What follows belongs to an exercise in optimizing a design on an open flow for small area, a short achievable clock period and few clock cycles per item; a production flow would make more cautious choices.
Where RTL was checked, it was by simulation tests only, not by an equivalence proof against the original.
Only the layout flow was run in runs 1, 2 and 4; the RTL was not checked for function there.

==> flow/design.v <==
package jac_pkg;
    localparam int ADC_BITS_DEF = 10;
    localparam int SPD_W        = 8;
    localparam int NUM_AXES     = 4;
    localparam int OUT_W        = 40;
    localparam logic [6:0] TICK_MAX       = 7'd127;
    localparam logic [6:0] INTERVAL_RESET = 7'd100;
    localparam logic [7:0] MAX_SPEED_RESET = 8'd2;
    localparam logic [7:0] SPEED_DIV_RESET = 8'd20;
    localparam int LANE_LAT = 10;
endpackage
module jac_axis_lane (
    input  logic       clk,
    input  logic [9:0] sample,
    input  logic [9:0] origin,
    input  logic [9:0] axis_min,
    input  logic [9:0] axis_max,
    input  logic [7:0] ms1,          
    input  logic [9:0] ms3,          
    input  logic [7:0] dv1,          
    input  logic [9:0] dv3,          
    output logic [7:0] speed,
    output logic       neg,
    output logic [7:0] uprod         
);
    localparam logic [6:0] PCT_FULL = 7'd100;
    function automatic logic fix(input logic a, input logic zero, input logic clamp,
                                 input int j);
        fix = zero ? 1'b0 : (clamp ? PCT_FULL[j] : a);
    endfunction
    function automatic logic [8:0] qstep4(input logic [6:0] rem, input logic [1:0] bb,
                                          input logic [7:0] d1, input logic [9:0] d3);
        logic [10:0] s1, s2, s3;
        logic [1:0]  k;
        logic [8:0]  t, r;
        t  = {rem, bb};
        s1 = {2'b0, t} - {3'b0, d1};
        s2 = {2'b0, t} - {2'b0, d1, 1'b0};
        s3 = {2'b0, t} - {1'b0, d3};
        if (!s3[10])      begin k = 2'd3; r = s3[8:0]; end
        else if (!s2[10]) begin k = 2'd2; r = s2[8:0]; end
        else if (!s1[10]) begin k = 2'd1; r = s1[8:0]; end
        else              begin k = 2'd0; r = t;       end
        qstep4 = {k, r[6:0]};
    endfunction
    function automatic logic [13:0] pstep4(input logic [11:0] hi, input logic [9:0] sp,
                                           input logic [11:0] sp3);
        logic [12:0] s1, s2, s3;
        logic [1:0]  k;
        logic [11:0] r;
        s1 = {1'b0, hi} - {3'b0, sp};
        s2 = {1'b0, hi} - {2'b0, sp, 1'b0};
        s3 = {1'b0, hi} - {1'b0, sp3};
        if (!s3[12])      begin k = 2'd3; r = s3[11:0]; end
        else if (!s2[12]) begin k = 2'd2; r = s2[11:0]; end
        else if (!s1[12]) begin k = 2'd1; r = s1[11:0]; end
        else              begin k = 2'd0; r = hi;       end
        pstep4 = {k, r};
    endfunction
    function automatic logic [9:0] msel(input logic [1:0] k, input logic [7:0] m1,
                                        input logic [9:0] m3);
        case (k)
            2'd0: msel = 10'd0;
            2'd1: msel = {2'b0, m1};
            2'd2: msel = {1'b0, m1, 1'b0};
            default: msel = m3;
        endcase
    endfunction
    logic [10:0] a_diff, a_ndiff, a_sn, a_sp;
    logic        a_neg;
    always_comb
    begin
        a_diff  = {1'b0, sample} - {1'b0, origin};
        a_ndiff = {1'b0, origin} - {1'b0, sample};
        a_sn    = {1'b0, origin} - {1'b0, axis_min};
        a_sp    = {1'b0, axis_max} - {1'b0, origin};
        a_neg   = a_diff[10];
    end
    logic [9:0]  ra_dlt;
    logic [10:0] ra_spn;
    logic        ra_neg;
    always_ff @(posedge clk)
    begin
        ra_dlt <= a_neg ? a_ndiff[9:0] : a_diff[9:0];
        ra_spn <= a_neg ? a_sn : a_sp;
        ra_neg <= a_neg;
    end
    logic [10:0] b_cmp;
    always_comb
        b_cmp = {1'b0, ra_dlt} - {1'b0, ra_spn[9:0]};
    logic [16:0] rb_n;
    logic [9:0]  rb_sp;
    logic [11:0] rb_sp3;
    logic        rb_neg, rb_zero, rb_clamp;
    always_ff @(posedge clk)
    begin
        rb_n     <= {1'b0, ra_dlt, 6'd0} + {2'b0, ra_dlt, 5'd0} + {5'b0, ra_dlt, 2'd0};
        rb_sp    <= ra_spn[9:0];
        rb_sp3   <= {2'b0, ra_spn[9:0]} + {1'b0, ra_spn[9:0], 1'b0};
        rb_neg   <= ra_neg;
        rb_zero  <= ra_spn[10] || (ra_spn[9:0] == 10'd0);
        rb_clamp <= !b_cmp[10];
    end
    logic [13:0] d1_p;
    always_comb
        d1_p = pstep4(rb_n[16:5], rb_sp, rb_sp3);
    logic [14:0] r1_r;
    logic [9:0]  r1_sp;
    logic [11:0] r1_sp3;
    logic        r1_neg, r1_zero, r1_clamp;
    logic [1:0]  r1_a;
    always_ff @(posedge clk)
    begin
        r1_r     <= {d1_p[9:0], rb_n[4:0]};
        r1_sp    <= rb_sp;
        r1_sp3   <= rb_sp3;
        r1_neg   <= rb_neg;
        r1_zero  <= rb_zero;
        r1_clamp <= rb_clamp;
        r1_a     <= {fix(d1_p[13], rb_zero, rb_clamp, 6), fix(d1_p[12], rb_zero, rb_clamp, 5)};
    end
    logic [13:0] d2_p;
    logic [8:0]  d2_q;
    always_comb
    begin
        d2_p = pstep4(r1_r[14:3], r1_sp, r1_sp3);
        d2_q = qstep4(7'd0, r1_a, dv1, dv3);
    end
    logic [12:0] r2_r;
    logic [9:0]  r2_sp;
    logic [11:0] r2_sp3;
    logic        r2_neg, r2_zero, r2_clamp;
    logic [1:0]  r2_a;
    logic [6:0]  r2_qr;
    logic [1:0]  r2_q;
    logic [9:0]  r2_z;
    always_ff @(posedge clk)
    begin
        r2_r     <= {d2_p[9:0], r1_r[2:0]};
        r2_sp    <= r1_sp;
        r2_sp3   <= r1_sp3;
        r2_neg   <= r1_neg;
        r2_zero  <= r1_zero;
        r2_clamp <= r1_clamp;
        r2_a     <= {fix(d2_p[13], r1_zero, r1_clamp, 4), fix(d2_p[12], r1_zero, r1_clamp, 3)};
        r2_qr    <= d2_q[6:0];
        r2_q     <= d2_q[8:7];
        r2_z     <= msel(r1_a, ms1, ms3);
    end
    logic [13:0] d3_p;
    logic [8:0]  d3_q;
    always_comb
    begin
        d3_p = pstep4(r2_r[12:1], r2_sp, r2_sp3);
        d3_q = qstep4(r2_qr, r2_a, dv1, dv3);
    end
    logic [10:0] r3_r;
    logic [9:0]  r3_sp;
    logic        r3_neg, r3_zero, r3_clamp;
    logic [1:0]  r3_a;
    logic [6:0]  r3_qr;
    logic [3:0]  r3_q;
    logic [11:0] r3_z;
    always_ff @(posedge clk)
    begin
        r3_r     <= {d3_p[9:0], r2_r[0]};
        r3_sp    <= r2_sp;
        r3_neg   <= r2_neg;
        r3_zero  <= r2_zero;
        r3_clamp <= r2_clamp;
        r3_a     <= {fix(d3_p[13], r2_zero, r2_clamp, 2), fix(d3_p[12], r2_zero, r2_clamp, 1)};
        r3_qr    <= d3_q[6:0];
        r3_q     <= {r2_q, d3_q[8:7]};
        r3_z     <= {r2_z, 2'b0} + {2'b0, msel(r2_a, ms1, ms3)};
    end
    logic [11:0] d4_c;
    logic [8:0]  d4_q;
    always_comb
    begin
        d4_c = {1'b0, r3_r} - {2'b0, r3_sp};
        d4_q = qstep4(r3_qr, r3_a, dv1, dv3);
    end
    logic        r4_neg, r4_a0;
    logic [6:0]  r4_qr;
    logic [5:0]  r4_q;
    logic [13:0] r4_z;
    always_ff @(posedge clk)
    begin
        r4_neg <= r3_neg;
        r4_a0  <= fix(!d4_c[11], r3_zero, r3_clamp, 0);
        r4_qr  <= d4_q[6:0];
        r4_q   <= {r3_q, d4_q[8:7]};
        r4_z   <= {r3_z, 2'b0} + {4'b0, msel(r3_a, ms1, ms3)};
    end
    logic [8:0] d5_t;
    always_comb
        d5_t = {1'b0, r4_qr, r4_a0} - {1'b0, dv1};
    logic        r5_neg;
    logic [6:0]  r5_q;
    logic [14:0] r5_z;
    always_ff @(posedge clk)
    begin
        r5_neg <= r4_neg;
        r5_q   <= {r4_q, !d5_t[8]};
        r5_z   <= {r4_z, 1'b0} + (r4_a0 ? {7'b0, ms1} : 15'd0);
    end
    logic [14:0] f1_pp [7];
    logic [14:0] f1_s1, f1_c1, f1_s2, f1_c2, f1_s3, f1_c3, f1_s4, f1_c4, f1_s5, f1_c5;
    logic        f1_hi;
    always_comb
    begin
        f1_hi = 1'b0;
        for (int i = 0; i < 7; i++)
        begin
            f1_pp[i] = r5_q[i] ? 15'({r5_z, 7'd0} >> (7 - i)) : 15'd0;
            f1_pp[i][14] = 1'b0;
            f1_hi = f1_hi || (r5_q[i] && ((r5_z >> (14 - i)) != 15'd0));
        end
        f1_s1 = f1_pp[0] ^ f1_pp[1] ^ f1_pp[2];
        f1_c1 = ((f1_pp[0] & f1_pp[1]) | (f1_pp[0] & f1_pp[2]) | (f1_pp[1] & f1_pp[2])) << 1;
        f1_s2 = f1_pp[3] ^ f1_pp[4] ^ f1_pp[5];
        f1_c2 = ((f1_pp[3] & f1_pp[4]) | (f1_pp[3] & f1_pp[5]) | (f1_pp[4] & f1_pp[5])) << 1;
        f1_s3 = f1_s1 ^ f1_c1 ^ f1_pp[6];
        f1_c3 = ((f1_s1 & f1_c1) | (f1_s1 & f1_pp[6]) | (f1_c1 & f1_pp[6])) << 1;
        f1_s4 = f1_s2 ^ f1_c2 ^ f1_s3;
        f1_c4 = ((f1_s2 & f1_c2) | (f1_s2 & f1_s3) | (f1_c2 & f1_s3)) << 1;
        f1_s5 = f1_s4 ^ f1_c4 ^ f1_c3;
        f1_c5 = ((f1_s4 & f1_c4) | (f1_s4 & f1_c3) | (f1_c4 & f1_c3)) << 1;
        f1_hi = f1_hi || f1_s1[14] || f1_c1[14] || f1_s2[14] || f1_c2[14] || f1_s3[14]
              || f1_c3[14] || f1_s4[14] || f1_c4[14] || f1_s5[14] || f1_c5[14];
    end
    logic        r6_neg, r6_sat;
    logic [13:0] r6_s, r6_c;
    always_ff @(posedge clk)
    begin
        r6_neg <= r5_neg;
        r6_sat <= f1_hi;
        r6_s   <= f1_s5[13:0];
        r6_c   <= f1_c5[13:0];
    end
    logic [14:0] f2_x;
    always_comb
        f2_x = {1'b0, r6_s} + {1'b0, r6_c};
    logic        r7_neg, r7_sat;
    logic [13:0] r7_x;
    always_ff @(posedge clk)
    begin
        r7_neg <= r6_neg;
        r7_sat <= r6_sat || (f2_x >= 15'd12800);
        r7_x   <= f2_x[13:0];
    end
    logic [11:0] g_y;
    logic [22:0] g_t1, g_t2, g_t3, g_t4, g_s1, g_c1, g_s2, g_c2, g_p;
    always_comb
    begin
        g_y  = r7_x[13:2];
        g_t1 = {1'b0, g_y, 10'd0};
        g_t2 = {3'b0, g_y, 8'd0};
        g_t3 = {6'b0, g_y, 5'd0};
        g_t4 = ~{11'd0, g_y};
        g_s1 = g_t1 ^ g_t2 ^ g_t3;
        g_c1 = ((g_t1 & g_t2) | (g_t1 & g_t3) | (g_t2 & g_t3)) << 1;
        g_s2 = g_s1 ^ g_c1 ^ g_t4;
        g_c2 = ((g_s1 & g_c1) | (g_s1 & g_t4) | (g_c1 & g_t4)) << 1;
        g_p  = g_s2 + (g_c2 | 23'd1);
    end
    logic [6:0] r8_s;
    logic       r8_neg;
    always_ff @(posedge clk)
    begin
        r8_s   <= r7_sat ? 7'd127 : g_p[21:15];
        r8_neg <= r7_neg;
    end
    logic [7:0] h_pp [7];
    logic [7:0] h_s1, h_c1, h_s2, h_c2, h_s3, h_c3, h_s4, h_c4, h_s5, h_c5;
    always_comb
    begin
        speed = r8_neg ? 8'(-{1'b0, r8_s}) : {1'b0, r8_s};
        neg   = r8_neg;
        for (int i = 0; i < 7; i++)
            h_pp[i] = r8_s[i] ? 8'(dv1 << i) : 8'd0;
        h_s1 = h_pp[0] ^ h_pp[1] ^ h_pp[2];
        h_c1 = ((h_pp[0] & h_pp[1]) | (h_pp[0] & h_pp[2]) | (h_pp[1] & h_pp[2])) << 1;
        h_s2 = h_pp[3] ^ h_pp[4] ^ h_pp[5];
        h_c2 = ((h_pp[3] & h_pp[4]) | (h_pp[3] & h_pp[5]) | (h_pp[4] & h_pp[5])) << 1;
        h_s3 = h_s1 ^ h_c1 ^ h_pp[6];
        h_c3 = ((h_s1 & h_c1) | (h_s1 & h_pp[6]) | (h_c1 & h_pp[6])) << 1;
        h_s4 = h_s2 ^ h_c2 ^ h_s3;
        h_c4 = ((h_s2 & h_c2) | (h_s2 & h_s3) | (h_c2 & h_s3)) << 1;
        h_s5 = h_s4 ^ h_c4 ^ h_c3;
        h_c5 = ((h_s4 & h_c4) | (h_s4 & h_c3) | (h_c4 & h_c3)) << 1;
        uprod = h_s5 + h_c5;
    end
endmodule
import jac_pkg::*;
module joystick_axes_to_cursor_motion_unit #(
    parameter int ADC_BITS = jac_pkg::ADC_BITS_DEF
) (
    input  logic                          clk,
    input  logic                          rst_n,
    input  logic                          s_axis_tvalid,
    output logic                          s_axis_tready,
    input  logic [((4*ADC_BITS+8)/8)*8-1:0] s_axis_tdata,
    output logic                          m_axis_tvalid,
    input  logic                          m_axis_tready,
    output logic [jac_pkg::OUT_W-1:0]     m_axis_tdata,
    input  logic                          cfg_we,
    input  logic [2:0]                    cfg_addr,
    input  logic [(ADC_BITS > 8 ? ADC_BITS : 8)-1:0] cfg_data
);
    localparam int QD = 4;               
    localparam int FD = LANE_LAT + 4;    
    logic [9:0] origin_reg [NUM_AXES];
    logic [9:0] amin_reg, amax_reg;
    logic [7:0] max_speed_reg, speed_div_reg;
    logic [6:0] ticks_reg, interval_reg;
    logic       rdy_reg;
    logic       pend_reg;            
    logic [FD-1:0] fed_reg;          
    logic       ivl_wait_reg;        
    logic       allow1_reg;          
    logic [1:0] rb_cnt_reg;          
    logic       res_done_reg;        
    logic [QD-1:0] q_upd, q_prs;
    logic [2:0]    q_cnt;
    logic          out_valid_reg, out_upd_reg, out_prs_reg;
    logic [35:0]   out_res_reg;
    logic [9:0]  smp_reg [NUM_AXES];
    logic [7:0]  spd_reg [3];
    logic [7:0]  ux_reg, uy_reg;     
    logic        nx_reg, ny_reg;     
    logic [3:0]  flag_reg;           
    logic [1:0]  feed_idx;
    logic [7:0]  lane_speed, lane_uprod;
    logic        lane_neg;
    logic [7:0]  dv1_reg;            
    logic [9:0]  dv3_reg, ms3_reg;   
    assign feed_idx = {fed_reg[2] | fed_reg[3], fed_reg[1] | fed_reg[3]};
    always_ff @(posedge clk)
    begin
        dv1_reg <= (speed_div_reg == 8'd0) ? 8'd1 : speed_div_reg;
        dv3_reg <= (speed_div_reg == 8'd0) ? 10'd3
                 : {2'b0, speed_div_reg} + {1'b0, speed_div_reg, 1'b0};
        ms3_reg <= {2'b0, max_speed_reg} + {1'b0, max_speed_reg, 1'b0};
    end
    jac_axis_lane u_lane (
        .clk       (clk),
        .sample    (smp_reg[feed_idx]),
        .origin    (origin_reg[feed_idx]),
        .axis_min  (amin_reg),
        .axis_max  (amax_reg),
        .ms1       (max_speed_reg),
        .ms3       (ms3_reg),
        .dv1       (dv1_reg),
        .dv3       (dv3_reg),
        .speed     (lane_speed),
        .neg       (lane_neg),
        .uprod     (lane_uprod)
    );
    logic       in_fire, report;
    logic [6:0] ticks_inc;
    logic       out_take, out_load, feed_go, res_last;
    logic       cap_x, cap_y, cap_x2;
    logic       head_ok;
    logic [2:0] q_cnt_next;
    logic [QD-1:0] q_upd_next, q_prs_next;
    logic       ivl_x, ivl_y;
    logic       ivl_wait_next, allow1_next;
    logic [7:0] m_sel, m_mag, vx, vy;
    logic [6:0] ivl_new;
    logic [1:0] push_idx;
    always_comb
    begin
        in_fire   = s_axis_tvalid && rdy_reg;
        ticks_inc = (ticks_reg == TICK_MAX) ? TICK_MAX : ticks_reg + 7'd1;
        report    = ticks_inc > interval_reg;
        out_take  = out_valid_reg && m_axis_tready;
        cap_x     = fed_reg[LANE_LAT];
        cap_y     = fed_reg[LANE_LAT + 1];
        cap_x2    = fed_reg[LANE_LAT + 2];
        res_last  = fed_reg[LANE_LAT + 3];
        head_ok   = (q_cnt != 3'd0) && (!q_upd[0] || res_done_reg || res_last);
        out_load  = head_ok && (!out_valid_reg || m_axis_tready);
        feed_go   = (pend_reg || (in_fire && report))
                 && (rb_cnt_reg == 2'd0
                     || (rb_cnt_reg == 2'd1 && q_upd[0] && (!out_valid_reg || m_axis_tready)));
        push_idx = out_load ? 2'(q_cnt - 3'd1) : 2'(q_cnt);
        for (int i = 0; i < QD; i++)
        begin
            if (in_fire && push_idx == 2'(i))
            begin
                q_upd_next[i] = report;
                q_prs_next[i] = !s_axis_tdata[NUM_AXES*ADC_BITS];
            end
            else if (out_load)
            begin
                q_upd_next[i] = (i < QD - 1) ? q_upd[(i + 1) % QD] : 1'b0;
                q_prs_next[i] = (i < QD - 1) ? q_prs[(i + 1) % QD] : 1'b0;
            end
            else
            begin
                q_upd_next[i] = q_upd[i];
                q_prs_next[i] = q_prs[i];
            end
        end
        q_cnt_next = q_cnt + 3'(in_fire) - 3'(out_load);
        ivl_x = cap_y && (ux_reg != 8'd0);
        ivl_y = cap_x2 && (ux_reg == 8'd0) && (uy_reg != 8'd0);
        ivl_wait_next = ivl_wait_reg;
        allow1_next   = allow1_reg;
        if (ivl_x || cap_x2)
            ivl_wait_next = 1'b0;
        if (in_fire)
        begin
            if (report)
            begin
                ivl_wait_next = 1'b1;
                allow1_next   = 1'b1;
            end
            else
                allow1_next   = 1'b0;
        end
        m_sel   = (ux_reg != 8'd0) ? ux_reg : uy_reg;
        m_mag   = m_sel[7] ? 8'(-m_sel) : m_sel;
        ivl_new = (m_mag >= 8'd100) ? 7'd1 : 7'(8'd100 - m_mag);
        vx      = nx_reg ? 8'(-ux_reg) : ux_reg;
        vy      = ny_reg ? 8'(-uy_reg) : uy_reg;
    end
    always_ff @(posedge clk or negedge rst_n)
    begin
        if (!rst_n)
        begin
            ticks_reg     <= '0;
            interval_reg  <= INTERVAL_RESET;
            rdy_reg       <= 1'b1;
            pend_reg      <= 1'b0;
            fed_reg       <= '0;
            ivl_wait_reg  <= 1'b0;
            allow1_reg    <= 1'b0;
            rb_cnt_reg    <= '0;
            res_done_reg  <= 1'b0;
            q_upd         <= '0;
            q_prs         <= '0;
            q_cnt         <= '0;
            out_valid_reg <= 1'b0;
            out_upd_reg   <= 1'b0;
            out_prs_reg   <= 1'b0;
            for (int i = 0; i < NUM_AXES; i++)
                origin_reg[i] <= 10'd512;
            amin_reg      <= '0;
            amax_reg      <= 10'd1023;
            max_speed_reg <= MAX_SPEED_RESET;
            speed_div_reg <= SPEED_DIV_RESET;
        end
        else
        begin
            if (in_fire)
                ticks_reg <= report ? 7'd0 : ticks_inc;
            if (ivl_x || ivl_y)
                interval_reg <= ivl_new;
            rdy_reg      <= (q_cnt_next < 3'(QD)) && (!ivl_wait_next || allow1_next);
            ivl_wait_reg <= ivl_wait_next;
            allow1_reg   <= allow1_next;
            pend_reg <= (pend_reg || (in_fire && report)) && !feed_go;
            fed_reg  <= {fed_reg[FD-2:0], feed_go};
            rb_cnt_reg <= rb_cnt_reg + 2'(feed_go) - 2'(out_load && q_upd[0]);
            if (out_load && q_upd[0])
                res_done_reg <= 1'b0;
            else if (res_last)
                res_done_reg <= 1'b1;
            q_upd <= q_upd_next;
            q_prs <= q_prs_next;
            q_cnt <= q_cnt_next;
            if (out_load)
            begin
                out_valid_reg <= 1'b1;
                out_upd_reg   <= q_upd[0];
                out_prs_reg   <= q_prs[0];
            end
            else if (m_axis_tready)
                out_valid_reg <= 1'b0;
            if (cfg_we)
            begin
                case (cfg_addr)
                    3'd0: origin_reg[0] <= cfg_data[9:0];
                    3'd1: origin_reg[1] <= cfg_data[9:0];
                    3'd2: origin_reg[2] <= cfg_data[9:0];
                    3'd3: origin_reg[3] <= cfg_data[9:0];
                    3'd4: amin_reg      <= cfg_data[9:0];
                    3'd5: amax_reg      <= cfg_data[9:0];
                    3'd6: max_speed_reg <= cfg_data[7:0];
                    3'd7: speed_div_reg <= cfg_data[7:0];
                    default: ;
                endcase
            end
        end
    end
    always_ff @(posedge clk)
    begin
        if (in_fire && report)
            for (int i = 0; i < NUM_AXES; i++)
                smp_reg[i] <= s_axis_tdata[i*ADC_BITS +: ADC_BITS];
        if (cap_x)
        begin
            spd_reg[0] <= lane_speed;
            ux_reg     <= lane_uprod;
            nx_reg     <= lane_neg;
        end
        if (cap_y)
        begin
            spd_reg[1] <= lane_speed;
            uy_reg     <= lane_uprod;
            ny_reg     <= lane_neg;
        end
        if (cap_x2)
        begin
            spd_reg[2] <= lane_speed;
            flag_reg   <= {$signed(vy) < -8'sd5, $signed(vy) > 8'sd5,
                           $signed(vx) < -8'sd5, $signed(vx) > 8'sd5};
        end
        if (out_load)
            out_res_reg <= q_upd[0] ? {flag_reg, lane_speed_or_hold(), spd_reg[2],
                                       spd_reg[1], spd_reg[0]}
                                    : 36'd0;
    end
    logic [7:0] spd3_reg;
    always_ff @(posedge clk)
        if (res_last)
            spd3_reg <= lane_speed;
    function automatic logic [7:0] lane_speed_or_hold();
        lane_speed_or_hold = res_last ? lane_speed : spd3_reg;
    endfunction
    assign s_axis_tready = rdy_reg;
    assign m_axis_tvalid = out_valid_reg;
    assign m_axis_tdata  = {2'b00, out_upd_reg, out_prs_reg, out_res_reg};
endmodule
==> flow/run.sh <==
#!/bin/bash
# synth_recipe.tcl (not shown) runs the flow's synth.tcl, then flattens the netlist and writes it again
# the make line also repeats each setting of config.mk as NAME=value (left out here)
make -C /OpenROAD-flow-scripts/flow DESIGN_CONFIG=/design/flow/config.mk WORK_HOME=/design/flow/orfs CLKGATE_MAP_FILE= SYNTH_SCRIPT=/design/flow/synth_recipe.tcl finish
==> flow/config.mk <==
export PLATFORM = sky130hd
export DESIGN_NAME = joystick_axes_to_cursor_motion_unit
export DESIGN_NICKNAME = joystick_axes_to_cursor_motion_unit
export VERILOG_FILES = /design/flow/design.v
export SDC_FILE = /design/flow/constraint.sdc
export NUM_CORES = 4
export LEC_CHECK = 0
export CAP_MARGIN = 20
export CORE_MARGIN = 2
export CORE_UTILIZATION = 40
export SETUP_SLACK_MARGIN = 4.0
export SLEW_MARGIN = 20
==> flow/constraint.sdc <==
create_clock -name core_clock -period 8.0 [get_ports {clk}]
set_input_delay 1.6000 -clock core_clock [delete_from_list [all_inputs] [get_ports {clk}]]
set_output_delay 1.6000 -clock core_clock [all_outputs]
set_load 0.01 [all_outputs]
==> results of run 1 <==
-- how the worst max path moves through the flow --
| stage | from | end | cells after the start |
|---|---|---|---|
| final | fed_reg[1]$_DFF_PN0_ | u_lane.ra_dlt[8]$_DFF_P_ | 13 |
| after detailed placement | fed_reg[1]$_DFF_PN0_ | u_lane.ra_dlt[8]$_DFF_P_ | 12 |
| after global routing | fed_reg[2]$_DFF_PN0_ | u_lane.ra_dlt[8]$_DFF_P_ | 15 |
| after global placement | fed_reg[1]$_DFF_PN0_ | u_lane.ra_dlt[8]$_DFF_P_ | 12 |
| after CTS | fed_reg[2]$_DFF_PN0_ | u_lane.ra_dlt[8]$_DFF_P_ | 15 |
| after floorplan | m_axis_tready | rdy_reg$_DFF_PN1_ | 14 |
-- cells by family after synthesis --
group                      Yosys count  share of synthesized area
adders and majority gates          474                     0.1951
DFF                                584                     0.3926
and+or+nand+nor                    865                     0.1272
muxes                              155                    0.04795
other                                1                  0.0001085
buffers and inverters              423                    0.04697
AOI/OAI and AO/OA                  746                     0.1432
xor gates and xnor gates           184                    0.04686
-- layer usage --
layer	vias up	track usage	part of all wire
li1	12200	-	-
met1	11370	0.2270	0.48
met2	375	0.2732	0.46
met3	106	0.02231	0.036
met4	6	0.04104	0.021
met5	-	0	0.00056
-- cell type report --
| type | count | area share |
|---|---|---|
| Timing Repair inverter | 1 | 0.0001285 |
| Timing Repair Buffer | 117 | 0.02931 |
| Multi-Input combinational cell | 2426 | 0.4994 |
| Sequential cell | 584 | 0.3487 |
| Inverter | 343 | 0.03326 |
| Tap cell | 1144 | 0.03676 |
| Clock buffer | 83 | 0.04525 |
| Clock inverter | 32 | 0.007231 |
-- timing repair --
item	4_1_cts	5_1_grt
pin swaps	0	1
gates cloned	1	0
setup buffers	3	2
endpoints found under the hold margin	0	0
resized for setup	13	13
setup endpoints to repair	23	37
-- per-stage QoR --
step	worst slack [ps]	hold slack [ps]
after floorplan	4122	309.6
after global placement	2757	310.2
after detailed placement	2740	312.1
after CTS	3977	325.7
after global routing	3916	329.6
final	4137	323.9
-- cell usage after synthesis, types with 7 or more instances --
cell type  count  area [µm²]
dfxtp_1      337        6746
or2_2         11       68.82
o22ai_1       18       112.6
o2111ai_1      7       61.31
mux2i_1       71       710.7
a41oi_1        8       70.07
o21ai_0      179       895.9
dfstp_2       21       551.8
o41ai_1       11       96.34
o22a_1        14       122.6
o21bai_1      15       112.6
nor3_1        53       265.3
o221ai_1      12       105.1
ha_1         366        4579
o31ai_1       21       157.7
dfrtp_1      104        2603
a21o_1        49       367.9
nand2_1      216       810.8
nand2b_1      41       256.5
buf_1          8       30.03
a211oi_1      41       307.8
fa_1         108        2162
nor2_1       182       683.2
a22o_1         9       78.83
o21a_1        41       307.8
clkbuf_1      62       232.7
or3_1         23       143.9
a31oi_1       15       93.84
a21oi_1      180       900.9
a2111oi_0     10       87.58
a21boi_0      15       112.6
inv_1        341        1280
o211ai_1      20       150.1
o31a_1        10       87.58
edfxtp_1     122        3664
and3_1        19       118.9
xnor2_1      133        1165
nor2b_1       88       550.5
and2_1       130       813.3
xor2_1        50       437.9
nand4_1       11       68.82
nor4_1         8       50.05
mux2_2        84       945.9
nand3_1       43       215.2
-- critical path: cells and delay by family, from the launching register on --
kind            cells  cell delay (ps)
compound gates      7             1520
buf+inv             3              770
flops               1              550
fa+ha+maj           1              420
simple gates        1              330
xor+xnor            1              180
==> out/results.ini, run 1 <==
[worst_setup_path]
r2r_slack_ps = 4140
critPathMaxStageDelay_ps = 550
r2r_cells = 13
crit_type = reg2reg
crit_chain = buf_4 -> a211oi_1 -> a21oi_1 -> o22ai_1 -> ha_1 -> a21o_1 -> a21oi_2 -> o221ai_1 -> and2_4 -> clkinvlp_4 -> buf_4 -> a2111oi_1 -> xnor2_1
crit_slowest_cell = dfrtp_2
crit_top_cell = buf_4
end_kind = register
cp.required_ps = 8560
start_kind = register
rr_endpoint = u_lane.ra_dlt[8]$_DFF_P_
arrival_ps = 4430
cp_max_fo = 29
timing.rr.start = fed_reg[1]$_DFF_PN0_

[synthesis]
seq_area_frac_synth = 0.3926
ys_ff_latch = 584
synthCells = 3432
synthFlopType = dfxtp_1
synthArstFlopShare = 0.2140
ys.warnings.count = 10
synth.avg_cell_area_um2 = 10.07
syn-cell-area_um2 = 34550
synth-edff-count = 122
synth_cell_types = 100

[die]
ios = 108
die_w_um = 297.9
die_h_um = 297.9
rows = 107
dieArea_um2 = 88740
design.core.area_um2 = 85410
start_util = 0.4045

[cts]
clk_path_buf_depth = 3
clock_latency_ps = 640
cts_tree = yes
cts-htree-levels = 2
cts_root_buf = clkbuf_16
cts_buffers = 61
hold_buffers = 0
clkSlewWorstSetupHoldPaths_ps = 60
cts.sinks = 584

[final_layout]
layout_common_cells = ha_1 (365), inv_1 (337), dfxtp_1 (333)
layout-drive-gt1-share = 0.08087
multi_input_comb_area_um2 = 19440
layout_commonest_cell = ha_1
nFillCells = 8219
fin_area_um2 = 38930
area_growth_pct = 12.69
layout.cells.non_filler = 4730
finalNetCount = 4074
n_antenna_cell = 0
sequential_cell_area_um2 = 13570
fin_util = 0.4558

[run]
maxCapViolations = 0

[route]
drt-pass1-iter-count = 6
post_drt_wl_per_cell_um = 15.46
drt-vias-per-instance = 5.086
vias = 24060
routed_wl_mm = 73.12
route.detailed.drc = 0
drt_iter0_drc = 1197
postRouteAntennaNets = 0

[timing]
fin_skew_ps = 61.00
max_clock_freq_ghz = 0.2588
setup_violations = 0
tns_ps = 0
tightestPinTransition_ps = 980.7
hold_violations = 0
period_needed_ps = 3863
slew_headroom = 0.3426
slew_viol_final = 0
period_share = 0.4829
rsz0062_at_grt = true

[place]
dpl.hpwl_mm = 56.13
portBuffers = 98
dp.cells = 4609
gp_congestion = 0.8681
placed_area_um2 = 36770

[global_routing]
grt_pass1_wl_mm = 121.3
grt.total_usage = 0.1648
grt_remaining_overflow = 0
grt_max_degree = 79
antenna_found_initial = 3
grt_pass1_vias = 23680

[worst_hold_path]
hold_depth = 0
hp-start = u_lane.r4_q[3]$_DFF_P_
hold_path.class = reg2reg
whs_endpoint = u_lane.r5_q[4]$_DFF_P_

[outcome]
outcome = finished clean

==> run 2: changes to the inputs <==
--- a/flow/config.mk
+++ b/flow/config.mk
@@ -9,4 +9,4 @@
 export CORE_MARGIN = 2
 export CORE_UTILIZATION = 40
-export SETUP_SLACK_MARGIN = 4.0
+export SETUP_SLACK_MARGIN = 4.6
 export SLEW_MARGIN = 20
==> out/results.ini, run 2 <==
[outcome]
outcome = finished clean  ; unchanged

[route]
post_drt_wl_per_cell_um = 15.79  ; was 15.46 µm
route.detailed.drc = 0  ; unchanged
routed_wl_mm = 75.31  ; was 73.12 mm
vias = 24390  ; was 24,060
drt_iter0_drc = 1404  ; was 1,197
drt-vias-per-instance = 5.113  ; was 5.086
postRouteAntennaNets = 0  ; unchanged
drt-pass1-iter-count = 5  ; was 6

[timing]
period_share = 0.4422  ; was 0.4829
slew_viol_final = 0  ; unchanged
tightestPinTransition_ps = 961.4  ; was 980.7 ps
max_clock_freq_ghz = 0.2827  ; was 0.2588 GHz
fin_skew_ps = 52.65  ; was 61.00 ps
tns_ps = 0  ; unchanged
setup_violations = 0  ; unchanged
slew_headroom = 0.3556  ; was 0.3426
period_needed_ps = 3537  ; was 3863 ps
hold_violations = 0  ; unchanged
rsz0062_at_grt = true  ; unchanged

[worst_setup_path]
cp_max_fo = 4  ; was 29
cp.required_ps = 8380  ; was 8560 ps
crit_type = reg2reg  ; unchanged
r2r_slack_ps = 4460  ; was 4140 ps
arrival_ps = 3920  ; was 4430 ps
start_kind = register  ; unchanged
end_kind = register  ; unchanged

[synthesis]
synth_cell_types = 100  ; unchanged
yosys-top-cells-count = ha_1 (366), inv_1 (341), dfxtp_1 (337)  ; unchanged
ys.warnings.count = 10  ; unchanged
syn-cell-area_um2 = 34550  ; unchanged
synth_top_area_cell = dfxtp_1  ; unchanged
synth-edff-count = 122  ; unchanged
ys_ff_latch = 584  ; unchanged
seq_area_frac_synth = 0.3926  ; unchanged
synthArstFlopShare = 0.2140  ; unchanged
synthCells = 3432  ; unchanged
synth.avg_cell_area_um2 = 10.07  ; unchanged
synth_top_cell_area_share = 0.1953  ; unchanged
synthFlopType = dfxtp_1  ; unchanged
ys_top_cells_by_area = dfxtp_1 (20%), ha_1 (13%), edfxtp_1 (11%)  ; unchanged
yosys.cell_count.top_type = ha_1  ; unchanged

[cts]
clk_path_buf_depth = 3  ; unchanged
cts_buffers = 61  ; unchanged
clock_latency_ps = 660  ; was 640 ps
hold_buffers = 0  ; unchanged
cts_tree = yes  ; unchanged
cts_root_buf = clkbuf_16  ; unchanged
cts-htree-levels = 2  ; unchanged
clkSlewWorstSetupHoldPaths_ps = 60  ; about the same
cts.sinks = 584  ; unchanged

[final_layout]
n_antenna_cell = 0  ; unchanged
layout_commonest_cell = ha_1  ; unchanged
layout_common_cells = ha_1 (351), inv_1 (325), dfxtp_1 (321)  ; was ha_1 (365), inv_1 (337), dfxtp_1 (333)
sequential_cell_area_um2 = 13600  ; was 13,570 µm²
area_growth_pct = 15.59  ; was 12.69%
nFillCells = 8046  ; was 8,219
finalNetCount = 4115  ; was 4,074
fin_util = 0.4676  ; was 0.4558
multi_input_comb_area_um2 = 19910  ; was 19,440 µm²
fin_area_um2 = 39940  ; was 38,930 µm²
layout-drive-gt1-share = 0.1208  ; was 0.08087

[die]
start_util = 0.4045  ; unchanged
rows = 107  ; unchanged
ios = 108  ; unchanged
design.core.area_um2 = 85410  ; unchanged
die_w_um = 297.9  ; unchanged
dieArea_um2 = 88740  ; unchanged
die_h_um = 297.9  ; unchanged

[global_routing]
grt_remaining_overflow = 0  ; unchanged
grt_pass1_vias = 24140  ; was 23,680
antenna_found_initial = 3  ; unchanged
grt_max_degree = 78  ; was 79
grt_pass1_wl_mm = 123.7  ; was 121.3 mm
grt.total_usage = 0.1687  ; was 0.1648

[place]
placed_area_um2 = 36900  ; was 36,770 µm²
gp_congestion = 0.8696  ; was 0.8681
portBuffers = 98  ; unchanged
dpl.hpwl_mm = 56.38  ; was 56.13 mm

[worst_hold_path]
hold_path.class = reg2reg  ; unchanged

[run]
maxCapViolations = 0  ; unchanged

==> run 2: cell counts after synthesis <==
No cell type changed its count.
==> run 2: final timing paths <==
check	to	from	cells past startpoint
max	ux_reg[7]$_DFFE_PP_	dv1_reg[4]$_SDFF_PN0_	11
min	u_lane.r5_q[3]$_DFF_P_	u_lane.r4_q[2]$_DFF_P_	0
max reg2reg	ux_reg[7]$_DFFE_PP_	dv1_reg[4]$_SDFF_PN0_	11
min reg2reg	u_lane.r5_q[3]$_DFF_P_	u_lane.r4_q[2]$_DFF_P_	0
max in group asynchronous	fed_reg[2]$_DFF_PN0_	rst_n	2
min in group asynchronous	q_prs[3]$_DFFE_PN0P_	rst_n	1
==> run 2: per-stage QoR <==
stage	worst slack [ps]	std cells	hold slack (ps)
2_1_floorplan	4378	3433	309.6
3_3_place_gp	2611	4609	310.2
3_5_place_dp	2565	4609	312.1
4_1_cts	4478	4751	324.8
5_1_grt	4308	4770	326.7
6_report	4463	4770	320.1
==> run 2: timing repair <==
| item | 4_1_cts | 5_1_grt |
|---|---|---|
| buffers inserted | 25 | 18 |
| resized for setup | 75 | 73 |
| gates cloned | 3 | 1 |
| pin swaps | 16 | 25 |
| setup endpoints to repair | 57 | 60 |
==> run 2: cells by family after synthesis <==
| group | after synthesis | share of synthesized area |
|---|---|---|
| fa+ha+maj | 474 | 0.1951 |
| compound gates | 746 | 0.1432 |
| simple gates | 865 | 0.1272 |
| flops | 584 | 0.3926 |
| xor+xnor | 184 | 0.04686 |
| other cells | 1 | 0.0001085 |
| buf+inv | 423 | 0.04697 |
| mux | 155 | 0.04795 |
==> run 2: cell type report <==
type,count,share of cell area
Timing Repair Buffer,155,0.03694
Inverter,343,0.03359
Clock buffer,79,0.04386
Sequential cell,584,0.3406
Multi-Input combinational cell,2427,0.4986
Tap cell,1144,0.03584
Timing Repair inverter,3,0.0005953
Clock inverter,35,0.009963
==> run 2: critical path, stage by stage, from the launching register on <==
cell,delay (ps)
dfxtp_4,390
clkinvlp_4,130
nor2_2,120
fa_1,430
ha_1,320
fa_1,520
fa_1,460
ha_1,290
a21o_1,170
a21oi_2,160
xnor2_2,100
xnor2_2,170
==> run 2: per-layer routing <==
metal  GRT usage  share of wire  vias to the layer above
met5           0        0.00045                        -
met4     0.04810          0.025                        6
met3     0.02611          0.040                      121
met2      0.2813           0.46                      411
met1      0.2267           0.47                    11600
li1            -              -                    12250
==> run 3: changes to the inputs <==
--- a/flow/design.v
+++ b/flow/design.v
@@ -328,4 +328,5 @@
     logic [9:0]  smp_reg [NUM_AXES];
     logic [7:0]  spd_reg [3];
+    logic [7:0]  spd3_reg;
     logic [7:0]  ux_reg, uy_reg;     
     logic        nx_reg, ny_reg;     
@@ -367,5 +368,6 @@
     logic       ivl_x, ivl_y;
     logic       ivl_wait_next, allow1_next;
-    logic [7:0] m_sel, m_mag, vx, vy;
+    logic [7:0] m_sel, m_mag;
+    logic signed [7:0] vx, vy;
     logic [6:0] ivl_new;
     logic [1:0] push_idx;
@@ -516,19 +518,14 @@
         begin
             spd_reg[2] <= lane_speed;
-            flag_reg   <= {$signed(vy) < -8'sd5, $signed(vy) > 8'sd5,
-                           $signed(vx) < -8'sd5, $signed(vx) > 8'sd5};
+            flag_reg   <= {vy < -8'sd5, vy > 8'sd5, vx < -8'sd5, vx > 8'sd5};
         end
         if (out_load)
-            out_res_reg <= q_upd[0] ? {flag_reg, lane_speed_or_hold(), spd_reg[2],
+            out_res_reg <= q_upd[0] ? {flag_reg, res_last ? lane_speed : spd3_reg, spd_reg[2],
                                        spd_reg[1], spd_reg[0]}
                                     : 36'd0;
     end
-    logic [7:0] spd3_reg;
     always_ff @(posedge clk)
         if (res_last)
             spd3_reg <= lane_speed;
-    function automatic logic [7:0] lane_speed_or_hold();
-        lane_speed_or_hold = res_last ? lane_speed : spd3_reg;
-    endfunction
     assign s_axis_tready = rdy_reg;
     assign m_axis_tvalid = out_valid_reg;
==> out/results.ini, run 3 <==
[global_routing]
grt.total_usage = 0.1676  ; was 0.1687
grt_remaining_overflow = 0  ; unchanged
grt_max_degree = 69  ; was 78
antenna_found_initial = 7  ; was 3
grt_pass1_vias = 23420  ; was 24,140
grt_pass1_wl_mm = 119.4  ; was 123.7 mm

[outcome]
outcome = finished clean  ; unchanged

[final_layout]
sequential_cell_area_um2 = 13600  ; about the same
layout_common_cells = ha_1 (348), dfxtp_1 (324), inv_1 (314)  ; was ha_1 (351), inv_1 (325), dfxtp_1 (321)
layout-drive-gt1-share = 0.1282  ; was 0.1208
area_growth_pct = 16.88  ; was 15.59%
layout_commonest_cell = ha_1  ; unchanged
finalNetCount = 4063  ; was 4,115
nFillCells = 7751  ; was 8,046
multi_input_comb_area_um2 = 19600  ; was 19,910 µm²

[timing]
tightestPinTransition_ps = 1089  ; was 961.4 ps
hold_violations = 0  ; unchanged
fin_skew_ps = 27.40  ; was 52.65 ps
slew_viol_final = 0  ; unchanged
period_share = 0.4377  ; was 0.4422
setup_violations = 0  ; unchanged
rsz0062_at_grt = true  ; unchanged
slew_headroom = 0.2701  ; was 0.3556
tns_ps = 0  ; unchanged
period_needed_ps = 3501  ; was 3537 ps
max_clock_freq_ghz = 0.2856  ; was 0.2827 GHz

[die]
start_util = 0.4052  ; was 0.4045
dieArea_um2 = 87400  ; was 88,740 µm²
rows = 106  ; was 107
die_h_um = 295.6  ; was 297.9 µm
design.core.area_um2 = 83950  ; was 85,410 µm²
ios = 108  ; unchanged
die_w_um = 295.6  ; was 297.9 µm

[synthesis]
synthArstFlopShare = 0.2140  ; unchanged
synth_top_family_by_area = adder cells  ; unchanged
ys.warnings.count = 10  ; unchanged
ys_top_cells_by_area = dfxtp_1 (20%), ha_1 (13%), edfxtp_1 (11%)  ; unchanged
synth_simple_gate_area_frac = 0.1228  ; was 0.1272
synth_compound_area_frac = 0.1368  ; was 0.1432
synthFlopType = dfxtp_1  ; unchanged
yosys.cell_count.top_type = ha_1  ; unchanged
synth.avg_cell_area_um2 = 10.10  ; was 10.07 µm²
syn-cell-area_um2 = 34020  ; was 34,550 µm²
seq_area_frac_synth = 0.3987  ; was 0.3926
synthAdderAreaFrac = 0.1982  ; was 0.1951
yosys-top-cells-count = ha_1 (366), dfxtp_1 (337), inv_1 (325)  ; was ha_1 (366), inv_1 (341), dfxtp_1 (337)
synth_top_area_cell = dfxtp_1  ; unchanged
synthMuxAreaShare = 0.04454  ; was 0.04795
synthCells = 3370  ; was 3,432
synth_cell_types = 92  ; was 100
synthXorXnorAreaFrac = 0.05204  ; was 0.04686
synth_top_cell_area_share = 0.1983  ; was 0.1953
synth-edff-count = 122  ; unchanged
ys_ff_latch = 584  ; unchanged

[route]
postRouteAntennaNets = 0  ; unchanged
vias = 23380  ; was 24,390
drt-vias-per-instance = 4.967  ; was 5.113
post_drt_wl_per_cell_um = 15.38  ; was 15.79 µm
route.detailed.drc = 0  ; unchanged
drt-pass1-iter-count = 5  ; unchanged
routed_wl_mm = 72.40  ; was 75.31 mm
drt_iter0_drc = 1192  ; was 1,404

[place]
gp_congestion = 0.8072  ; was 0.8696
portBuffers = 98  ; unchanged
dpl.hpwl_mm = 53.02  ; was 56.38 mm

[worst_setup_path]
arrival_ps = 3830  ; was 3920 ps
start_kind = register  ; unchanged
end_kind = register  ; unchanged
cp_max_fo = 4  ; unchanged
cp.required_ps = 8330  ; was 8380 ps
crit_type = reg2reg  ; unchanged

[run]
maxCapViolations = 0  ; unchanged

[cts]
clkSlewWorstSetupHoldPaths_ps = 60  ; about the same
cts-htree-levels = 3  ; was 2
cts.sinks = 584  ; unchanged
cts_tree = yes  ; unchanged
clock_latency_ps = 610  ; was 660 ps
cts_root_buf = clkbuf_16  ; unchanged
clk_path_buf_depth = 3  ; unchanged
cts_buffers = 66  ; was 61

[worst_hold_path]
hold_path.class = reg2reg  ; unchanged

[run 3: repair_timing]
action | CTS | global route
setup endpoints to repair | 48 | 56
endpoints found under the hold margin | 0 | 0
gates cloned | 3 | 3
resized for setup | 92 | 101
pin swaps | 28 | 32
hold buffers | 0 | 0
setup buffers | 33 | 13
[run 3: layout make-up]
cell class	count	share of cell area
repair inverters	1	0.00009439
inverters	331	0.03216
multi-input cells	2377	0.4929
clock buffers	93	0.04918
flip-flops and latches	584	0.3420
clock inverters	24	0.007205
repair buffers	162	0.04078
well taps	1134	0.03568
diodes	1	0.00006293
[run 3: kinds of logic (layout without fill, tap and decap cells)]
group / count (synthesis) / after routing
DFF: 584 / 584
and+or+nand+nor: 841 / 841
adders and majority gates: 474 / 474
buffers and inverters: 410 / 611
other: 1 / 3
xor gates and xnor gates: 200 / 200
AOI/OAI and AO/OA: 719 / 719
muxes: 141 / 141
[run 3: metal layers]
| layer | vias to the layer above | track usage | share of wire |
|---|---|---|---|
| li1 | 11920 | - | - |
| met1 | 11040 | 0.2294 | 0.48 |
| met2 | 314 | 0.2755 | 0.46 |
| met3 | 92 | 0.02631 | 0.039 |
| met4 | 12 | 0.04482 | 0.018 |
| met5 | - | 0 | 0.0011 |
[run 3: metrics by stage]
step | area [µm²] | hold slack [ps] | std cells | worst slack, ps | utilization
after floorplan | 34120 | 309.6 | 3371 | 4525 | -
after global placement | 36220 | 311.0 | 4537 | 3633 | 0.4315
after detailed placement | 36220 | 312.1 | 4537 | 3604 | 0.4315
after CTS | 39090 | 325.4 | 4690 | 4511 | 0.4656
after global routing | 39770 | 326.4 | 4707 | 4395 | 0.4737
final | 39770 | 324.8 | 4707 | 4499 | 0.4737
[run 3: worst paths after layout]
path / slack (ps) / end / depth (start not counted) / start
worst max-delay path: 4500 / ux_reg[7]$_DFFE_PP_ / 11 / u_lane.r8_s[0]$_SDFF_PP1_
worst min-delay path: 320 / u_lane.r7_x[2]$_DFF_P_ / 0 / u_lane.r6_s[2]$_DFF_P_
worst max register to register: 4500 / ux_reg[7]$_DFFE_PP_ / 11 / u_lane.r8_s[0]$_SDFF_PP1_
worst min register to register: 320 / u_lane.r7_x[2]$_DFF_P_ / 0 / u_lane.r6_s[2]$_DFF_P_
max in group asynchronous: 5810 / max_speed_reg[2]$_DFFE_PN0P_ / 2 / rst_n
min in group asynchronous: 990 / fed_reg[11]$_DFF_PN0_ / 1 / rst_n
[run 3: critical path, cell delays in order, from the launching register on]
cell	delay, ps
dfxtp_4	370
clkinvlp_4	100
nor2_4	50
fa_1	590
ha_4	220
fa_1	510
fa_1	440
ha_1	320
a21o_1	200
a21oi_4	160
xnor2_2	100
xnor2_2	180
Testbench counts of run 3, summed over its fixed seeds: cycles 42,462, items 25,600.
==> run 4: changes to the inputs <==
--- a/flow/design.v
+++ b/flow/design.v
@@ -272,23 +272,24 @@
         r8_neg <= r7_neg;
     end
-    logic [7:0] h_pp [7];
-    logic [7:0] h_s1, h_c1, h_s2, h_c2, h_s3, h_c3, h_s4, h_c4, h_s5, h_c5;
+    logic [7:0] h_pp [4];
+    logic [7:0] h_s1, h_c1, h_s2, h_c2;
     always_comb
     begin
         speed = r8_neg ? 8'(-{1'b0, r8_s}) : {1'b0, r8_s};
         neg   = r8_neg;
-        for (int i = 0; i < 7; i++)
-            h_pp[i] = r8_s[i] ? 8'(dv1 << i) : 8'd0;
+        for (int i = 0; i < 4; i++)
+        begin
+            case ((i < 3) ? r8_s[2*i +: 2] : {1'b0, r8_s[6]})
+                2'd0: h_pp[i] = 8'd0;
+                2'd1: h_pp[i] = 8'(dv1 << (2 * i));
+                2'd2: h_pp[i] = 8'(dv1 << (2 * i + 1));
+                default: h_pp[i] = 8'(dv3 << (2 * i));
+            endcase
+        end
         h_s1 = h_pp[0] ^ h_pp[1] ^ h_pp[2];
         h_c1 = ((h_pp[0] & h_pp[1]) | (h_pp[0] & h_pp[2]) | (h_pp[1] & h_pp[2])) << 1;
-        h_s2 = h_pp[3] ^ h_pp[4] ^ h_pp[5];
-        h_c2 = ((h_pp[3] & h_pp[4]) | (h_pp[3] & h_pp[5]) | (h_pp[4] & h_pp[5])) << 1;
-        h_s3 = h_s1 ^ h_c1 ^ h_pp[6];
-        h_c3 = ((h_s1 & h_c1) | (h_s1 & h_pp[6]) | (h_c1 & h_pp[6])) << 1;
-        h_s4 = h_s2 ^ h_c2 ^ h_s3;
-        h_c4 = ((h_s2 & h_c2) | (h_s2 & h_s3) | (h_c2 & h_s3)) << 1;
-        h_s5 = h_s4 ^ h_c4 ^ h_c3;
-        h_c5 = ((h_s4 & h_c4) | (h_s4 & h_c3) | (h_c4 & h_c3)) << 1;
-        uprod = h_s5 + h_c5;
+        h_s2 = h_s1 ^ h_c1 ^ h_pp[3];
+        h_c2 = ((h_s1 & h_c1) | (h_s1 & h_pp[3]) | (h_c1 & h_pp[3])) << 1;
+        uprod = h_s2 + h_c2;
     end
 endmodule
@@ -322,6 +323,5 @@
     logic [1:0] rb_cnt_reg;          
     logic       res_done_reg;        
-    logic [QD-1:0] q_upd, q_prs;
-    logic [2:0]    q_cnt;
+    logic [QD-1:0] q_v, q_upd, q_prs;  
     logic          out_valid_reg, out_upd_reg, out_prs_reg;
     logic [35:0]   out_res_reg;
@@ -329,13 +329,12 @@
     logic [7:0]  spd_reg [3];
     logic [7:0]  spd3_reg;
-    logic [7:0]  ux_reg, uy_reg;     
-    logic        nx_reg, ny_reg;     
+    logic [7:0]  u1_reg, u2_reg;     
+    logic        n1_reg, n2_reg;     
+    logic [9:0]  rsel_reg, osel_reg;  
     logic [3:0]  flag_reg;           
-    logic [1:0]  feed_idx;
     logic [7:0]  lane_speed, lane_uprod;
     logic        lane_neg;
     logic [7:0]  dv1_reg;            
     logic [9:0]  dv3_reg, ms3_reg;   
-    assign feed_idx = {fed_reg[2] | fed_reg[3], fed_reg[1] | fed_reg[3]};
     always_ff @(posedge clk)
     begin
@@ -347,6 +346,6 @@
     jac_axis_lane u_lane (
         .clk       (clk),
-        .sample    (smp_reg[feed_idx]),
-        .origin    (origin_reg[feed_idx]),
+        .sample    (rsel_reg),
+        .origin    (osel_reg),
         .axis_min  (amin_reg),
         .axis_max  (amax_reg),
@@ -364,6 +363,5 @@
     logic       cap_x, cap_y, cap_x2;
     logic       head_ok;
-    logic [2:0] q_cnt_next;
-    logic [QD-1:0] q_upd_next, q_prs_next;
+    logic [QD-1:0] q_v_next, q_upd_next, q_prs_next, q_kept;
     logic       ivl_x, ivl_y;
     logic       ivl_wait_next, allow1_next;
@@ -371,5 +369,4 @@
     logic signed [7:0] vx, vy;
     logic [6:0] ivl_new;
-    logic [1:0] push_idx;
     always_comb
     begin
@@ -382,31 +379,26 @@
         cap_x2    = fed_reg[LANE_LAT + 2];
         res_last  = fed_reg[LANE_LAT + 3];
-        head_ok   = (q_cnt != 3'd0) && (!q_upd[0] || res_done_reg || res_last);
+        head_ok   = q_v[0] && (!q_upd[0] || res_done_reg || res_last);
         out_load  = head_ok && (!out_valid_reg || m_axis_tready);
         feed_go   = (pend_reg || (in_fire && report))
                  && (rb_cnt_reg == 2'd0
                      || (rb_cnt_reg == 2'd1 && q_upd[0] && (!out_valid_reg || m_axis_tready)));
-        push_idx = out_load ? 2'(q_cnt - 3'd1) : 2'(q_cnt);
         for (int i = 0; i < QD; i++)
         begin
-            if (in_fire && push_idx == 2'(i))
-            begin
-                q_upd_next[i] = report;
-                q_prs_next[i] = !s_axis_tdata[NUM_AXES*ADC_BITS];
-            end
-            else if (out_load)
+            q_kept[i] = out_load ? ((i < QD - 1) ? q_v[(i + 1) % QD] : 1'b0) : q_v[i];
+            if (q_kept[i])
             begin
-                q_upd_next[i] = (i < QD - 1) ? q_upd[(i + 1) % QD] : 1'b0;
-                q_prs_next[i] = (i < QD - 1) ? q_prs[(i + 1) % QD] : 1'b0;
+                q_upd_next[i] = out_load ? q_upd[(i + 1) % QD] : q_upd[i];
+                q_prs_next[i] = out_load ? q_prs[(i + 1) % QD] : q_prs[i];
             end
             else
             begin
-                q_upd_next[i] = q_upd[i];
-                q_prs_next[i] = q_prs[i];
+                q_upd_next[i] = report;
+                q_prs_next[i] = !s_axis_tdata[NUM_AXES*ADC_BITS];
             end
+            q_v_next[i] = q_kept[i] || (in_fire && (i == 0 || q_kept[(i + QD - 1) % QD]));
         end
-        q_cnt_next = q_cnt + 3'(in_fire) - 3'(out_load);
-        ivl_x = cap_y && (ux_reg != 8'd0);
-        ivl_y = cap_x2 && (ux_reg == 8'd0) && (uy_reg != 8'd0);
+        ivl_x = cap_y && (u1_reg != 8'd0);
+        ivl_y = cap_x2 && (u2_reg == 8'd0) && (u1_reg != 8'd0);
         ivl_wait_next = ivl_wait_reg;
         allow1_next   = allow1_reg;
@@ -423,9 +415,9 @@
                 allow1_next   = 1'b0;
         end
-        m_sel   = (ux_reg != 8'd0) ? ux_reg : uy_reg;
+        m_sel   = u1_reg;
         m_mag   = m_sel[7] ? 8'(-m_sel) : m_sel;
         ivl_new = (m_mag >= 8'd100) ? 7'd1 : 7'(8'd100 - m_mag);
-        vx      = nx_reg ? 8'(-ux_reg) : ux_reg;
-        vy      = ny_reg ? 8'(-uy_reg) : uy_reg;
+        vx      = n2_reg ? 8'(-u2_reg) : u2_reg;
+        vy      = n1_reg ? 8'(-u1_reg) : u1_reg;
     end
     always_ff @(posedge clk or negedge rst_n)
@@ -442,7 +434,7 @@
             rb_cnt_reg    <= '0;
             res_done_reg  <= 1'b0;
+            q_v           <= '0;
             q_upd         <= '0;
             q_prs         <= '0;
-            q_cnt         <= '0;
             out_valid_reg <= 1'b0;
             out_upd_reg   <= 1'b0;
@@ -461,5 +453,5 @@
             if (ivl_x || ivl_y)
                 interval_reg <= ivl_new;
-            rdy_reg      <= (q_cnt_next < 3'(QD)) && (!ivl_wait_next || allow1_next);
+            rdy_reg      <= !q_v_next[QD-1] && (!ivl_wait_next || allow1_next);
             ivl_wait_reg <= ivl_wait_next;
             allow1_reg   <= allow1_next;
@@ -471,7 +463,7 @@
             else if (res_last)
                 res_done_reg <= 1'b1;
+            q_v   <= q_v_next;
             q_upd <= q_upd_next;
             q_prs <= q_prs_next;
-            q_cnt <= q_cnt_next;
             if (out_load)
             begin
@@ -504,15 +496,7 @@
                 smp_reg[i] <= s_axis_tdata[i*ADC_BITS +: ADC_BITS];
         if (cap_x)
-        begin
             spd_reg[0] <= lane_speed;
-            ux_reg     <= lane_uprod;
-            nx_reg     <= lane_neg;
-        end
         if (cap_y)
-        begin
             spd_reg[1] <= lane_speed;
-            uy_reg     <= lane_uprod;
-            ny_reg     <= lane_neg;
-        end
         if (cap_x2)
         begin
@@ -528,4 +512,31 @@
         if (res_last)
             spd3_reg <= lane_speed;
+    always_ff @(posedge clk)
+    begin
+        u1_reg <= lane_uprod;
+        u2_reg <= u1_reg;
+        n1_reg <= lane_neg;
+        n2_reg <= n1_reg;
+        if (feed_go)
+        begin
+            rsel_reg <= pend_reg ? smp_reg[0] : s_axis_tdata[ADC_BITS-1:0];
+            osel_reg <= origin_reg[0];
+        end
+        else if (fed_reg[0])
+        begin
+            rsel_reg <= smp_reg[1];
+            osel_reg <= origin_reg[1];
+        end
+        else if (fed_reg[1])
+        begin
+            rsel_reg <= smp_reg[2];
+            osel_reg <= origin_reg[2];
+        end
+        else
+        begin
+            rsel_reg <= smp_reg[3];
+            osel_reg <= origin_reg[3];
+        end
+    end
     assign s_axis_tready = rdy_reg;
     assign m_axis_tvalid = out_valid_reg;
--- a/flow/config.mk
+++ b/flow/config.mk
@@ -8,5 +8,5 @@
 export CAP_MARGIN = 20
 export CORE_MARGIN = 2
-export CORE_UTILIZATION = 40
-export SETUP_SLACK_MARGIN = 4.6
+export CORE_UTILIZATION = 65
+export SETUP_SLACK_MARGIN = 4.8
 export SLEW_MARGIN = 20
==> out/results.ini, run 4 <==
[cts]
clock_latency_ps = 610  ; about the same
cts_tree = yes  ; unchanged
clk_path_buf_depth = 3  ; unchanged
cts_root_buf = clkbuf_16  ; unchanged
cts.sinks = 605  ; was 584
clkSlewWorstSetupHoldPaths_ps = 60  ; about the same
cts_buffers = 67  ; was 66
cts-htree-levels = 3  ; unchanged

[worst_setup_path]
end_kind = register  ; unchanged
timing.rr.start = ticks_reg[1]$_DFFE_PN0P_  ; was u_lane.r8_s[0]$_SDFF_PP1_
cp_num_buf_inv = 1  ; unchanged
crit_type = reg2reg  ; unchanged
cpLargestDelayFamily = adder cells  ; unchanged
rr_endpoint = rb_cnt_reg[1]$_DFF_PN0_  ; was ux_reg[7]$_DFFE_PP_
r2r_cells = 14  ; was 11
cp.required_ps = 8530  ; was 8330 ps
cp_max_fo = 3  ; was 4
crit_chain = ha_4 -> and3_4 -> and3_4 -> or2_2 -> ha_1 -> and4_1 -> o21a_1 -> o311a_4 -> o21ai_4 -> ha_4 -> inv_1 -> ha_2 -> xnor2_2 -> xnor2_1  ; was clkinvlp_4 -> nor2_4 -> fa_1 -> ha_4 -> fa_1 -> fa_1 -> ha_1 -> a21o_1 -> a21oi_4 -> xnor2_2 -> xnor2_2
crit_slowest_cell = dfrtp_1  ; was fa_1
start_kind = register  ; unchanged
critPathMaxStageDelay_ps = 420  ; was 590 ps
r2r_slack_ps = 4770  ; was 4500 ps
arrival_ps = 3760  ; was 3830 ps

[final_layout]
finalNetCount = 4041  ; was 4,063
layout-drive-gt1-share = 0.1009  ; was 0.1282
sequential_cell_area_um2 = 13850  ; was 13,600 µm²
layout_commonest_cell = dfxtp_1  ; was ha_1
layout_common_cells = dfxtp_1 (357), ha_1 (350), inv_1 (308)  ; was ha_1 (348), dfxtp_1 (324), inv_1 (314)
nFillCells = 3710  ; was 7,751
multi_input_comb_area_um2 = 19370  ; was 19,600 µm²
area_growth_pct = 12.80  ; was 16.88%
n_antenna_cell = 0  ; was 1

[worst_hold_path]
hold_path.class = reg2reg  ; unchanged
hold_depth = 0  ; unchanged
whs_endpoint = u_lane.r6_neg$_DFF_P_  ; was u_lane.r7_x[2]$_DFF_P_
hp-start = u_lane.r5_neg$_DFF_P_  ; was u_lane.r6_s[2]$_DFF_P_

[global_routing]
antenna_found_initial = 1  ; was 7
grt_pass1_vias = 24700  ; was 23,420
grt_pass1_wl_mm = 123.3  ; was 119.4 mm
grt_remaining_overflow = 0  ; unchanged
grt.total_usage = 0.2815  ; was 0.1676
grt_max_degree = 86  ; was 69

[timing]
tns_ps = 0  ; unchanged
slew_viol_final = 0  ; unchanged
max_clock_freq_ghz = 0.3093  ; was 0.2856 GHz
setup_ws_ps = 4767  ; was 4499 ps
period_share = 0.4042  ; was 0.4377
slew_headroom = 0.3547  ; was 0.2701
whs_ps = 313.7  ; was 324.8 ps
hold_violations = 0  ; unchanged
tightestPinTransition_ps = 962.6  ; was 1089 ps
setup_violations = 0  ; unchanged
fin_skew_ps = 26.03  ; was 27.40 ps
rsz0062_at_grt = true  ; unchanged
period_needed_ps = 3233  ; was 3501 ps

[synthesis]
synth_top_cell_area_share = 0.2182  ; was 0.1983
synth_top_family_by_area = adder cells  ; unchanged
synth_simple_gate_area_frac = 0.1192  ; was 0.1228
synthFlopType = dfxtp_1  ; unchanged
synth.avg_cell_area_um2 = 10.15  ; was 10.10 µm²
synthCells = 3388  ; was 3,370
seq_area_frac_synth = 0.4014  ; was 0.3987
syn-cell-area_um2 = 34400  ; was 34,020 µm²
synthMuxAreaShare = 0.05707  ; was 0.04454
synth-edff-count = 104  ; was 122
synth_compound_area_frac = 0.1405  ; was 0.1368
ys_ff_latch = 605  ; was 584
ys_top_cells_by_area = dfxtp_1 (22%), ha_1 (13%), edfxtp_1 (9.1%)  ; was dfxtp_1 (20%), ha_1 (13%), edfxtp_1 (11%)
synth_cell_types = 97  ; was 92
synthArstFlopShare = 0.2083  ; was 0.2140
yosys-top-cells-count = dfxtp_1 (375), ha_1 (361), inv_1 (316)  ; was ha_1 (366), dfxtp_1 (337), inv_1 (325)
synthXorXnorAreaFrac = 0.04790  ; was 0.05204
synth_top_area_cell = dfxtp_1  ; unchanged
yosys.cell_count.top_type = dfxtp_1  ; was ha_1
ys.warnings.count = 7  ; was 10
synthAdderAreaFrac = 0.1883  ; was 0.1982

[route]
drt-pass1-iter-count = 6  ; was 5
vias = 24750  ; was 23,380
postRouteAntennaNets = 0  ; unchanged
routed_wl_mm = 76.97  ; was 72.40 mm
post_drt_wl_per_cell_um = 18.09  ; was 15.38 µm
drt_iter0_drc = 1422  ; was 1,192
drt-vias-per-instance = 5.816  ; was 4.967
route.detailed.drc = 0  ; unchanged

[place]
dp_slack_ps = 3438  ; was 3604 ps
portBuffers = 98  ; unchanged
dpl.hpwl_mm = 57.13  ; was 53.02 mm
gp_congestion = 0.9219  ; was 0.8072

[run]
maxCapViolations = 0  ; unchanged

[die]
die_w_um = 234.0  ; was 295.6 µm
die_h_um = 234.0  ; was 295.6 µm
rows = 84  ; was 106
design.core.area_um2 = 52450  ; was 83,950 µm²
start_util = 0.6559  ; was 0.4052
ios = 108  ; unchanged
dieArea_um2 = 54780  ; was 87,400 µm²

[outcome]
outcome = finished clean  ; unchanged

-- run 4: timing repair --
item / CTS / global route
cloned: 3 / 3
hold buffers: 0 / 0
pin swaps: 5 / 14
setup endpoints to repair: 94 / 55
setup buffers: 7 / 14
resized for setup: 41 / 63
-- run 4: routing by layer --
layer	GRT usage	wire length, µm	vias up
met4	0.09593	2025	2
met2	0.4830	37430	591
met5	0	13	-
li1	-	-	12080
met3	0.04450	3789	152
met1	0.3625	33710	11930
-- run 4: stage by stage --
step | instance area [µm²] | utilization | cells
final | 38800 | 0.7399 | 4255
after floorplan | 34420 | - | 3389
after CTS | 38340 | 0.7311 | 4238
after global placement | 36000 | 0.6864 | 4108
after global routing | 38800 | 0.7399 | 4255
after detailed placement | 36000 | 0.6864 | 4108
-- run 4: cells by family after synthesis --
| logic type | Yosys count |
|---|---|
| AND/OR/NAND/NOR | 812 |
| AO/OA/AOI/OAI | 739 |
| flip-flops | 605 |
| adder cells (fa/ha/maj) | 459 |
| buffers and inverters | 401 |
| XOR/XNOR | 186 |
| multiplexers | 185 |
| other | 1 |
-- run 4: worst reg2reg max path, delay by kind of cell (launching register included) --
| kind | cells | cell delay, ps |
|---|---|---|
| simple gates | 4 | 840 |
| flops | 1 | 420 |
| fa+ha+maj | 4 | 870 |
| buf+inv | 1 | 50 |
| compound gates | 3 | 730 |
| xor+xnor | 2 | 250 |
-- run 4: cell type report --
cell class,count,area share
multi-input combinational,2385,0.4991
clock inverter,32,0.007513
clock buffer,88,0.04733
inverter,321,0.03144
sequential,605,0.3568
tap,688,0.02218
timing repair inverter,1,0.0001290
timing repair buffer,135,0.03544
-- run 4: how the worst max path moves through the flow --
stage,from,endpoint,slack [ps],depth (start not counted)
2_1_floorplan,ticks_reg[0]$_DFFE_PN0P_,rb_cnt_reg[1]$_DFF_PN0_,4820,17
3_3_place_gp,m_axis_tready,rb_cnt_reg[1]$_DFF_PN0_,3460,10
3_5_place_dp,m_axis_tready,rb_cnt_reg[1]$_DFF_PN0_,3440,10
4_1_cts,ticks_reg[0]$_DFFE_PN0P_,rb_cnt_reg[1]$_DFF_PN0_,4620,16
5_1_grt,ticks_reg[1]$_DFFE_PN0P_,rb_cnt_reg[1]$_DFF_PN0_,4620,15
6_report,ticks_reg[1]$_DFFE_PN0P_,rb_cnt_reg[1]$_DFF_PN0_,4770,14

re-timing with driven ports:
The flow's constraints put no driver on any port. The routed layouts listed below were extracted and timed again, unchanged, in two steps. Step 1 (the two cells are an assumption about what drives the block):
set clk [get_ports {clk}]
set_driving_cell -lib_cell sky130_fd_sc_hd__clkbuf_16 $clk
set_driving_cell -lib_cell sky130_fd_sc_hd__buf_2 [delete_from_list [all_inputs] $clk]
Step 2 also shifts input and output timing later by t, the mid clock arrival at the registers, as if the neighbouring blocks saw the same clock. Slacks: no drivers / after step 1 / after step 2; pairs: no drivers / after step 1.
| run | shift t [ns] | slack for setup (ns) | slew at the worst register clock pin (ns) | cell pins on the clock port's net |
|---|---|---|---|---|
| run 1 | 0.681 | 4.137 / 4.137 / 3.629 | 0.06 / 0.06 | 1 |
| run 2 | 0.696 | 4.463 / 4.463 / 4.053 | 0.07 / 0.07 | 1 |
| run 3 | 0.657 | 4.499 / 4.499 / 4.099 | 0.06 / 0.06 | 1 |
| run 4 | 0.657 | 4.767 / 4.767 / 4.171 | 0.06 / 0.06 | 1 |
After both steps every run listed still meets setup and hold. The setup slack of run 4, which loses most, moves by 0.000 ns with the drivers and by -0.596 ns with both steps.
